This design comes from an exercise in tuning for small area, a short achievable clock period and few clock cycles per item on the open sky130 flow, not from production work.
RTL that was checked went through simulation tests only; none was proved equivalent to the original.

== sierra ==
==> flow/design.v (excerpt) <==
module seq_mac_unit (
    input  logic        clk_i,
    input  logic        rst_i,
    input  logic        MUL_Start_STRB_i,
    input  logic [81:0] a_i,
    input  logic [81:0] b_i,
    input  logic [81:0] acc_i,
    output logic        MUL_Done_STRB_o,
    output logic [81:0] out_o,
    output logic        busy_o
);
Size: roughly 2300 cells after synthesis, roughly 330 I/O pins.
==> flow/config.mk <==
export PLATFORM = sky130hd
export DESIGN_NAME = seq_mac_unit
export DESIGN_NICKNAME = seq_mac_unit
export VERILOG_FILES = /design/flow/design.v
export SDC_FILE = /design/flow/constraint.sdc
export NUM_CORES = 4
export LEC_CHECK = 0
export CAP_MARGIN = 20
export CORE_MARGIN = 2
export CORE_UTILIZATION = 50
export CTS_BUF_LIST = sky130_fd_sc_hd__clkbuf_8
export SETUP_SLACK_MARGIN = 4.2
export SLEW_MARGIN = 20
export SYNTH_HIERARCHICAL = 1
==> flow/constraint.sdc <==
create_clock -name core_clock -period 8.0 [get_ports {clk_i}]
set_input_delay 1.6000 -clock core_clock [delete_from_list [all_inputs] [get_ports {clk_i}]]
set_output_delay 1.6000 -clock core_clock [all_outputs]
set_load 0.01 [all_outputs]
standard.sh (not shown) runs the stock make flow with config.mk's settings and CLKGATE_MAP_FILE= SYNTH_SCRIPT=/design/flow/synth_recipe.tcl, a recipe that flattens the netlist after the stock synthesis.
==> flow/flow/run.sh <==
#!/bin/bash
# Own flow: the standard layout (standard.sh, unchanged synthesis and
# steps), with one change: the port buffers that ORFS inserts before global
# placement are plain sky130_fd_sc_hd__buf_1 cells instead of the default
# choice. Every input and output port still gets its own buffer.
# The full make output goes to standard.log; ORFS's per-step logs stay
# under orfs/logs/.
set -euo pipefail
bash standard.sh "BUFFER_PORTS_ARGS=-buffer_cell sky130_fd_sc_hd__buf_1" finish > standard.log 2>&1
Testbench counts of sierra, summed over its fixed seeds: cycles 16,000, ops 3,200.
What lagoon does differently from sierra at the input level:
- GPL_ROUTABILITY_DRIVEN now 0, previously not set
- CTS_BUF_LIST no longer set, was sky130_fd_sc_hd__clkbuf_8
Notes after the runs:
lagoon did not stop at any stage, and its layout met the timing, design-rule and antenna checks.
As far as via count is concerned, sierra and lagoon perform about the same.
The maximum clock frequency of lagoon is higher than that of sierra.
Delta (lagoon minus sierra): global-route wire length before repair picked up an extra 0.54%, relative max-transition margin grew by 0.51 points, global-route usage flat.
Between lagoon and sierra, the die outline area does not differ in any meaningful way.
Min non-clock buffer count across sierra and lagoon: sierra
Between lagoon and sierra, the hold slack does not differ in any meaningful way.
> inputs changed (lagoon -> willow)
- a change of CORE_UTILIZATION from 50 to 65
- an added PLACE_DENSITY of 0.75
- a deleted GPL_ROUTABILITY_DRIVEN that had been 0
- a change of SETUP_SLACK_MARGIN from 4.2 to 4.3
## What came out
- willow vs. lagoon: number of non-clock buffers now larger.
- Re highest clock rate: willow is about 0.9% down on lagoon.
- willow and lagoon ended up with nearly the same total overflow reported by the global router.
- Run comparison: willow end point of the critical path P_q[33]$_DFFE_PP_; lagoon end point of the critical path P_q[32]$_DFFE_PP_
- Per the comparison of willow with lagoon, number of global-route vias before repair went up 291, count of cells along the worst register-to-register path went up 1.
- Between willow and lagoon, initial antenna violation count is lower for lagoon, willow comes in above that.

== before ==
Starting RTL as in the previous note.
// seq_mac_unit
module seq_mac_unit (
    input  logic        clk_i,
    input  logic        rst_i,
    input  logic        MUL_Start_STRB_i,
    input  logic [81:0] a_i,
    input  logic [81:0] b_i,
    input  logic [81:0] acc_i,
    output logic        MUL_Done_STRB_o,
    output logic [81:0] out_o,
    output logic        busy_o
);
clock: 8.0 ns
lec_check: 0
cap_margin: 20
core_margin: 2
core_utilization: 50
setup_slack_margin: 4.2
slew_margin: 20
synth_hierarchical: 1
Scripts as last shown in full above: flow/flow/run.sh
The flow did not stop early for before: all stages ran, and the layout cleared the timing, design-rule and antenna checks.
Testbench counts of before, summed over its fixed seeds: cycles 16,000, ops 3,200.
[inputs] after vs before
- a change of SETUP_SLACK_MARGIN from 4.2 to 4.0
Results
- after finished all stages; the layout is clean.
- Total of fill cells in the finished design up 49 in after wrt before
- after vs. before: share of the cycle needed by the critical path after routing grew by 2.0 points; horizontal die dimension neither gained nor lost much; overall track demand over capacity in global routing comparable.
- Startpoint of the most critical setup path = x1b_q[1]: after; startpoint of the most critical setup path = x2_q[1]: before

the previous run:
Another version of the RTL of seq_mac_unit (not shown whole).
Size in the first run: roughly 2100 cells after synthesis, ~24000 sq um of cells after synthesis.
Settings: LEC_CHECK=0, CAP_MARGIN=20, CORE_MARGIN=2, CORE_UTILIZATION=50, SETUP_SLACK_MARGIN=4.5, SLEW_MARGIN=20, SYNTH_HIERARCHICAL=1; clock period 8.0 ns.
Scripts as last shown in full above: flow/flow/run.sh
The previous run did not stop at any stage, and its layout met the timing, design-rule and antenna checks.
The following lists how the current run was set up differently from the previous run:
- SETUP_SLACK_MARGIN now 4.2, was 4.5
--- outcome ---
Both conditions hold for the current run: the flow ran to the end and the final layout passed the timing, design-rule and antenna checks. The current run leaves less setup margin than the previous run. Comparing the previous run and the current run, the higher clock tree cell share of total cell area is on the current run. Global-route wire length before repair down 2.1% in the current run wrt the previous run. Topmost layer with routed signal wires: met5 -> the current run, met4 -> the previous run. The lower time the final worst path needs with I/O delays and setup of the previous run and the current run is in the previous run.
No run of this note included a check of the RTL's function; only the layout flow was run.

## run A
seq_mac_unit, a different RTL version from the one above (not shown whole).
Size: about 2100 cells after synthesis, roughly 230 flip-flops, ~330 I/O pins, ~23000 um2 of cells after synthesis.
Settings: LEC_CHECK=0, CAP_MARGIN=20, CORE_MARGIN=2, CORE_UTILIZATION=50, SETUP_SLACK_MARGIN=5, SLEW_MARGIN=20, SYNTH_HIERARCHICAL=1; clock period 8.0 ns.
run.sh (not shown) runs the stock make flow with config.mk's settings and CLKGATE_MAP_FILE= SYNTH_SCRIPT=/design/flow/synth_recipe.tcl, a recipe that flattens the netlist after the stock synthesis.
Stock flow here: none of the scripts above is used.
#### Input delta (run B over run A)
- a change of SETUP_SLACK_MARGIN from 5 to 4.2
Findings:
Diff run A -> run B: number of cells in the finished layout apart from fillers shows a reduction of 305, post-placement cell area shows a reduction of 3.0%, number of fill cells shows an increase of 33%.
Row fraction of area in registers: run B higher / run A lower
From run A to run B the numbers moved as follows: largest net degree at the start of global routing moved up.
Function was not checked in any run of this note: the RTL went through the layout flow alone.

==> static timing again, ports no longer ideal <==
In the flow no input, the clock included, has a driving cell. The finished layouts below were timed again as built, in two steps. Step 1, drivers: a clkbuf_16 drives clk_i and a buf_2 each remaining input, both assumed. Step 2, shift: input delay + t, output delay - t, t = (earliest + latest rising clock arrival at the registers) / 2. This alone moves slack from input paths to output paths. a / b / c = ideal / step 1 / step 2; a / b = the first two.
run	shift t [ns]	setup WS [ns]	worst hold slack (ns)	worst setup path at the end
sierra	0.663	4.195 / 4.195 / 4.195	0.420 / 0.420 / 0.420	register to register
lagoon	0.602	4.293 / 4.293 / 4.293	0.420 / 0.420 / 0.420	register to register
willow	0.635	4.258 / 4.258 / 4.258	0.438 / 0.438 / 0.438	register to register
before	0.603	4.262 / 4.262 / 4.262	0.419 / 0.419 / 0.419	register to register
after	0.602	4.100 / 4.100 / 4.100	0.420 / 0.420 / 0.420	register to register
the previous run	0.616	4.542 / 4.484 / 4.565	0.431 / 0.431 / 0.431	register to register
the current run	0.614	4.291 / 4.248 / 4.291	0.434 / 0.434 / 0.434	register to register
run A	0.678	4.482 / 4.482 / 4.482	0.449 / 0.449 / 0.449	register to register
run B	0.649	4.218 / 4.218 / 4.113	0.418 / 0.418 / 0.418	input to register
After both steps every run listed still meets setup and hold. For run B, which loses most, drivers alone change the setup slack by 0.000 ns; drivers and shift together by -0.105 ns.
